This design comes from an exercise in tuning for small area, a short achievable clock period and few clock cycles per item on the open sky130 flow, not from production work.
Where RTL was checked, it was by simulation tests only, not by an equivalence proof against the original.
Power figures rest on the tool's default switching activity, not on a simulated workload.

==> flow/design.v (excerpt) <==
module aud_ima_adpcm_stream_decoder_unit (
  input  wire logic        clk,
  input  wire logic        rst,
  input  wire logic        s_axis_tvalid,
  output logic             s_axis_tready,
  input  wire logic [7:0]  s_axis_tdata,    
  input  wire logic        s_axis_tlast,    
  output logic             m_axis_tvalid,
  input  wire logic        m_axis_tready,
  output logic [31:0]      m_axis_tdata,    
  output logic             m_axis_tlast     
);
Settings: LEC_CHECK=0, CAP_MARGIN=70, CORE_MARGIN=2, CORE_UTILIZATION=40, SETUP_SLACK_MARGIN=5, SLEW_MARGIN=70; clock period 11.0 ns.
standard.sh (not shown) runs the stock make flow with config.mk's settings and CLKGATE_MAP_FILE= SYNTH_SCRIPT=/design/flow/synth_recipe.tcl, a recipe that flattens the netlist after the stock synthesis.
==> flow/flow/run.sh <==
#!/bin/bash
set -euo pipefail
bash standard.sh SETUP_SLACK_MARGIN=7 \
  CTS_ARGS="-sink_clustering_enable -repair_clock_nets -dont_use_dummy_load" \
  finish > make_finish.log 2>&1
Testbench counts at the start, summed over its fixed seeds: cycles 33,056, samples 31,880.
==> next run, changes <==
--- a/flow/config.mk
+++ b/flow/config.mk
@@ -10 +10 @@
-export CORE_UTILIZATION = 40
+export CORE_UTILIZATION = 60
Result:
- total power grows by 0.75%
- setup slack degrades by 6.5 ps
- area after synthesis stays the same
- routed wire length shrinks by 2.5%
- final area shrinks by 0.65%
- worst hold slack improves by 9.3 ps
- core utilization grows by 23 points

========
the previous run:
Another version of the RTL of aud_ima_adpcm_stream_decoder_unit (not shown whole).
Size in the first run: roughly 48 I/O pins, about 11000 um2 of cells after synthesis.
export LEC_CHECK = 0
export CAP_MARGIN = 20
export CORE_MARGIN = 2
export CORE_UTILIZATION = 40
export SETUP_SLACK_MARGIN = 5
export SLEW_MARGIN = 20
create_clock -name core_clock -period 11.0 [get_ports {clk}]
Scripts as last shown in full above: flow/flow/run.sh
The previous run finished every stage and its layout cleared the timing, design-rule and antenna checks.
#### Input delta (the current run over the previous run)
Settings: TNS_END_PERCENT newly set to 5.
==> flow/flow/run.sh <==
#!/bin/bash
# The standard layout, with: timing repair aiming for 7.25 ns of setup slack at
# the design's clock period; every port buffered with buf_2 (the standard
# flow's choice is a delay buffer); clock tree synthesis without dummy loads.
# config.mk's settings otherwise. ORFS's per-step logs stay under orfs/logs;
# make's own output goes to make_finish.log.
set -euo pipefail
bash standard.sh SETUP_SLACK_MARGIN=7.25 \
  BUFFER_PORTS_ARGS="-buffer_cell sky130_fd_sc_hd__buf_2" \
  CTS_ARGS="-sink_clustering_enable -repair_clock_nets -dont_use_dummy_load" \
  finish > make_finish.log 2>&1
### Flow results
Global routing met3 resource utilization: the current run > the previous run
Total non-filler cell area in the finished layout of the current run falls short of that of the previous run slightly.
Clock power share (higher): the current run
The previous run vs the current run, critical path class: flop to flop vs input pin to flop
[the current run] setup slack rose 0.19 ns relative to the previous run
No run of this note included a check of the RTL's function; only the layout flow was run.

========
Another version of the RTL of aud_ima_adpcm_stream_decoder_unit (not shown whole).
Size: ~1000 cells after synthesis, roughly 170 flip-flops, ~48 I/O pins, about 0.011 mm2 of cells after synthesis.
## aud_ima_adpcm_stream_decoder_unit
module aud_ima_adpcm_stream_decoder_unit (
  input  wire logic        clk,
  input  wire logic        rst,
  input  wire logic        s_axis_tvalid,
  output logic             s_axis_tready,
  input  wire logic [7:0]  s_axis_tdata,    
  input  wire logic        s_axis_tlast,    
  output logic             m_axis_tvalid,
  input  wire logic        m_axis_tready,
  output logic [31:0]      m_axis_tdata,    
  output logic             m_axis_tlast     
);
export LEC_CHECK = 0
export CAP_MARGIN = 20
export CORE_MARGIN = 2
export CORE_UTILIZATION = 40
export SETUP_SLACK_MARGIN = 5
export SLEW_MARGIN = 20
export TNS_END_PERCENT = 5
create_clock -name core_clock -period 11.0 [get_ports {clk}]
==> flow/flow/run.sh <==
#!/bin/bash
# The standard layout, with: timing repair aiming for 7.5 ns of setup slack at
# the design's clock period; every port buffered with buf_2 (the standard
# flow's choice is a delay buffer); clock tree synthesis with clkbuf_8 and without dummy loads.
# config.mk's settings otherwise. ORFS's per-step logs stay under orfs/logs;
# make's own output goes to make_finish.log.
set -euo pipefail
bash standard.sh SETUP_SLACK_MARGIN=7.5 \
  BUFFER_PORTS_ARGS="-buffer_cell sky130_fd_sc_hd__buf_2" \
  CTS_ARGS="-sink_clustering_enable -repair_clock_nets -dont_use_dummy_load -buf_list sky130_fd_sc_hd__clkbuf_8" \
  finish > make_finish.log 2>&1
Testbench counts at the start, summed over its fixed seeds: cycles 33,056, samples 31,880.
Edit:
==> flow/flow/run.sh (replaced) <==
#!/bin/bash
# The standard layout, with: timing repair aiming for 7.75 ns of setup slack at
# the design's clock period; every port buffered with buf_2 (the standard
# flow's choice is a delay buffer); clock tree synthesis without dummy loads.
# config.mk's settings otherwise. ORFS's per-step logs stay under orfs/logs;
# make's own output goes to make_finish.log.
set -euo pipefail
bash standard.sh SETUP_SLACK_MARGIN=7.75 \
  BUFFER_PORTS_ARGS="-buffer_cell sky130_fd_sc_hd__buf_2" \
  CTS_ARGS="-sink_clustering_enable -repair_clock_nets -dont_use_dummy_load" \
  finish > make_finish.log 2>&1
Effect: Design area rises by 3.6%. Critical path depth increases by 1. Fmax hardly moves. Final cell count came out higher by 1.0%. Register-to-register slack is about the same. Global-route usage grows by 0.53 points. Core utilization came out higher by 1.6 points. Sequential power stays flat. Power grows by 14%. Clock skew is lower by 0.016 ns. Setup slack gets worse by 0.0068 ns.
Edit:
==> flow/flow/run.sh (replaced) <==
#!/bin/bash
# The standard layout, with: timing repair aiming for 7.5 ns of setup slack at
# the design's clock period; every port buffered with buf_2 (the standard
# flow's choice is a delay buffer); clock tree synthesis without dummy loads.
# config.mk's settings otherwise. ORFS's per-step logs stay under orfs/logs;
# make's own output goes to make_finish.log.
set -euo pipefail
bash standard.sh SETUP_SLACK_MARGIN=7.5 \
  BUFFER_PORTS_ARGS="-buffer_cell sky130_fd_sc_hd__buf_2" \
  CTS_ARGS="-sink_clustering_enable -repair_clock_nets -dont_use_dummy_load" \
  finish > make_finish.log 2>&1
Maximum frequency went up slightly; first-iteration DRC count went down by a few percent; clock skew hardly moves; non-clock buffer count went down by 17; sequential power barely changes; worst setup slack gets better by 0.037 ns; global-route usage went down by 0.35 points.
Edit:
Settings changed: CORE_UTILIZATION 40 to 55.
=> Power barely changes; synthesized cell count is unchanged; design area came out higher by 1.0%; worst setup slack gets better by 0.0085 ns.
Edit:
==> flow/flow/run.sh (replaced) <==
#!/bin/bash
# The standard layout, with: timing repair aiming for 7.5 ns of setup slack at
# the design's clock period; every port buffered with buf_1 (the standard
# flow's choice is a delay buffer); clock tree synthesis with clkbuf_8 and without dummy loads.
# config.mk's settings otherwise. ORFS's per-step logs stay under orfs/logs;
# make's own output goes to make_finish.log.
set -euo pipefail
bash standard.sh SETUP_SLACK_MARGIN=7.5 \
  BUFFER_PORTS_ARGS="-buffer_cell sky130_fd_sc_hd__buf_1" \
  CTS_ARGS="-sink_clustering_enable -repair_clock_nets -dont_use_dummy_load -buf_list sky130_fd_sc_hd__clkbuf_8" \
  finish > make_finish.log 2>&1
Settings changed: CORE_UTILIZATION 55 to 40.
Outcome: The changed run finished clean; routed wire length increases slightly; cell area decreases by a few percent; count of clock-buffer cells in the layout stays the same.

========
## zinc
RTL: one of the versions met above, not the one the previous note started from.
Size: about 1100 cells after synthesis, about 48 I/O pins, ~11000 um^2 of cells after synthesis.
## aud_ima_adpcm_stream_decoder_unit
module aud_ima_adpcm_stream_decoder_unit (
  input  wire logic        clk,
  input  wire logic        rst,
  input  wire logic        s_axis_tvalid,
  output logic             s_axis_tready,
  input  wire logic [7:0]  s_axis_tdata,    
  input  wire logic        s_axis_tlast,    
  output logic             m_axis_tvalid,
  input  wire logic        m_axis_tready,
  output logic [31:0]      m_axis_tdata,    
  output logic             m_axis_tlast     
);
clock: 11.0 ns
lec_check: 0
cap_margin: 70
core_margin: 2
core_utilization: 40
setup_slack_margin: 5
slew_margin: 70
==> flow/flow/run.sh <==
#!/bin/bash
set -euo pipefail
bash standard.sh SETUP_SLACK_MARGIN=6.5 finish > make_finish.log 2>&1
zinc completed every stage of the flow, and the final layout passed the timing, design-rule and antenna checks.
Testbench counts of zinc, summed over its fixed seeds: cycles 33,056, samples 31,880.
diff inputs: zinc => yarrow
# zinc
export LEC_CHECK = 0
export CAP_MARGIN = 70
export CORE_MARGIN = 2
export CORE_UTILIZATION = 40
export SETUP_SLACK_MARGIN = 5
export SLEW_MARGIN = 70
create_clock -name core_clock -period 11.0 [get_ports {clk}]
# yarrow
export LEC_CHECK = 0
export CAP_MARGIN = 70
export CORE_MARGIN = 2
export CORE_UTILIZATION = 65
export CTS_BUF_LIST = sky130_fd_sc_hd__clkbuf_8
export CTS_CLUSTER_DIAMETER = 60
export CTS_CLUSTER_SIZE = 30
export SETUP_SLACK_MARGIN = 5
export SLEW_MARGIN = 70
create_clock -name core_clock -period 11.0 [get_ports {clk}]
==> flow/flow/run.sh <==
#!/bin/bash
set -euo pipefail
bash standard.sh SETUP_SLACK_MARGIN=7.5 finish > make_finish.log 2>&1
==> notes.md <==
Looking at the reports, yarrow completed the entire flow and the layout it produced met the timing, design-rule and antenna checks.
When yarrow is set beside zinc, its internal power turns out to be 7.6% smaller.
The standard cells in yarrow occupy more silicon area than those in zinc do.
Leading cell type in the layout, fill and taps excluded = sky130_fd_sc_hd__edfxtp_1: yarrow; leading cell type in the layout, fill and taps excluded = sky130_fd_sc_hd__nand2_1: zinc
Changes observed in yarrow relative to zinc: total met3 wirelength after detailed routing shows an increase of 130%, switching power share of the total shows an increase of 1.8 points, sequential share of layout area shows a reduction of 2.6 points.
Input-level comparison between sierra and yarrow:
# yarrow
export LEC_CHECK = 0
export CAP_MARGIN = 70
export CORE_MARGIN = 2
export CORE_UTILIZATION = 65
export CTS_BUF_LIST = sky130_fd_sc_hd__clkbuf_8
export CTS_CLUSTER_DIAMETER = 60
export CTS_CLUSTER_SIZE = 30
export SETUP_SLACK_MARGIN = 5
export SLEW_MARGIN = 70
create_clock -name core_clock -period 11.0 [get_ports {clk}]
# sierra
export LEC_CHECK = 0
export CAP_MARGIN = 70
export CORE_MARGIN = 2
export CORE_UTILIZATION = 40
export SETUP_SLACK_MARGIN = 5
export SLEW_MARGIN = 70
create_clock -name core_clock -period 11.0 [get_ports {clk}]
==> flow/flow/run.sh <==
#!/bin/bash
set -euo pipefail
bash standard.sh SETUP_SLACK_MARGIN=7 finish > make_finish.log 2>&1
[summary]
sierra: all stages complete, timing, DRC and antenna checks passed. Per the comparison of sierra with yarrow, total power rose by 4.0%, power share of the combinational group fell by 5.5 points. When sierra is measured against yarrow, its met2 routed wirelength turns out 10% lower. Taking yarrow as the reference point, the placer's final routability congestion estimate of sierra falls by 12%.
Changes in willow relative to sierra:
==> flow/flow/run.sh <==
#!/bin/bash
set -euo pipefail
bash standard.sh SETUP_SLACK_MARGIN=7.5 finish > make_finish.log 2>&1
### Flow results
willow | stages: all done | timing, DRC, antenna: all pass. Summary of willow over sierra: slew at the pin with the worst max-slew slack fell 0.074 ns, via count moved up, total design power climbed 0.000060 W, final design area excluding fillers up 1300 um^2. Re sequential share of layout area: willow is 3.4 points down on sierra.
--- input diff willow..harbor ---
# willow
export LEC_CHECK = 0
export CAP_MARGIN = 70
export CORE_MARGIN = 2
export CORE_UTILIZATION = 40
export SETUP_SLACK_MARGIN = 5
export SLEW_MARGIN = 70
create_clock -name core_clock -period 11.0 [get_ports {clk}]
# harbor
export LEC_CHECK = 0
export CAP_MARGIN = 20
export CORE_MARGIN = 2
export CORE_UTILIZATION = 40
export SETUP_SLACK_MARGIN = 5
export SLEW_MARGIN = 20
create_clock -name core_clock -period 11.0 [get_ports {clk}]
==> flow/flow/run.sh <==
#!/bin/bash
set -euo pipefail
bash standard.sh SETUP_SLACK_MARGIN=7 \
  CTS_ARGS="-sink_clustering_enable -repair_clock_nets -dont_use_dummy_load" \
  finish > make_finish.log 2>&1
==> comparison <==
willow has a lower period utilization than harbor. For willow, the critical path start-end classification was flop to primary output, unlike harbor, where it was flop to flop. harbor gives more path length in cells of the critical path than willow did. Vias: harbor fewer than willow. Changes observed in harbor relative to willow: total wirelength of the detailed-routed design shrank by 2700 um; number of ordinary inverters in the final layout grew by about 2.3%; combinational power share shrank by 1.9 points; number of register bits inferred by synthesis held steady; post-route cell area shrank by 1700 um^2.
The inputs of violet differ from those of harbor as listed below.
# harbor
export LEC_CHECK = 0
export CAP_MARGIN = 20
export CORE_MARGIN = 2
export CORE_UTILIZATION = 40
export SETUP_SLACK_MARGIN = 5
export SLEW_MARGIN = 20
create_clock -name core_clock -period 11.0 [get_ports {clk}]
# violet
export LEC_CHECK = 0
export CAP_MARGIN = 70
export CORE_MARGIN = 2
export CORE_UTILIZATION = 40
export GPL_ROUTABILITY_DRIVEN = 0
export GPL_TIMING_DRIVEN = 1
export SETUP_SLACK_MARGIN = 5
export SLEW_MARGIN = 70
export TNS_END_PERCENT = 5
create_clock -name core_clock -period 11.0 [get_ports {clk}]
Results
- Changes observed in violet relative to harbor: combinational share of power saw an increase, count of clock-buffer cells in the layout about even, cell area after layout climbed about 2%, non-filler instance count after layout now larger, number of vias per cell after detailed routing essentially unchanged.
- violet reached the final stage; the timing, design-rule and antenna checks on its layout passed.
- From violet to harbor, vertical die dimension did not move at all.
- violet reports a higher detailed-route via count than harbor does.
- From violet to harbor, synthesized cell count did not move at all.
- The end point of the critical path comes out u_dp.da[1] in one run and u_dp.pred[0] in the other, namely in harbor and violet respectively.

port drivers added, routing unchanged:
The results above use ideal ports. As a check the final layouts listed here were re-extracted and re-timed, cells and wires unchanged. Step 1 sets driving cells, clkbuf_16 on the clock port and buf_2 on the other inputs (assumed; they add their load-dependent delay and slew). Step 2, shift: input delay + t, output delay - t, t = (earliest + latest rising clock arrival at the registers) / 2. This alone moves slack from input paths to output paths. a / b / c = ideal / step 1 / step 2; a / b = the first two.
run	t, ns	setup WS [ns]	hold slack, ns	latest minus earliest clock arrival (ns)
the first run of note 1	0.463	7.154 / 7.154 / 6.717	0.441 / 0.441 / 0.441	0.036 / 0.036
the second run of note 1	0.469	7.148 / 7.148 / 6.803	0.450 / 0.450 / 0.450	0.037 / 0.037
the previous run	0.451	7.163 / 7.163 / 6.757	0.470 / 0.470 / 0.470	0.028 / 0.029
the current run	0.468	7.348 / 7.352 / 6.907	0.441 / 0.441 / 0.441	0.022 / 0.023
the first run of note 3	0.496	7.353 / 7.353 / 7.078	0.453 / 0.453 / 0.453	0.041 / 0.041
the second run of note 3	0.462	7.346 / 7.346 / 7.119	0.451 / 0.451 / 0.451	0.025 / 0.025
the third run of note 3	0.461	7.382 / 7.382 / 7.117	0.449 / 0.449 / 0.449	0.028 / 0.028
the fourth run of note 3	0.465	7.391 / 7.391 / 7.088	0.409 / 0.409 / 0.409	0.031 / 0.030
the fifth run of note 3	0.482	7.325 / 7.325 / 7.048	0.453 / 0.453 / 0.453	0.045 / 0.045
zinc	0.477	6.773 / 6.773 / 6.750	0.465 / 0.465 / 0.465	0.017 / 0.017
yarrow	0.510	7.234 / 7.234 / 7.111	0.437 / 0.437 / 0.437	0.019 / 0.019
sierra	0.473	7.193 / 7.199 / 6.742	0.443 / 0.443 / 0.443	0.017 / 0.017
willow	0.472	7.445 / 7.400 / 7.126	0.443 / 0.443 / 0.443	0.014 / 0.014
harbor	0.457	7.100 / 7.100 / 6.786	0.424 / 0.424 / 0.424	0.042 / 0.042
violet	0.471	7.078 / 7.091 / 6.632	0.451 / 0.451 / 0.451	0.044 / 0.044
After both steps setup and hold are still met in every run listed. The setup slack of sierra, which loses most, moves by +0.006 ns with the drivers and by -0.451 ns with both steps.
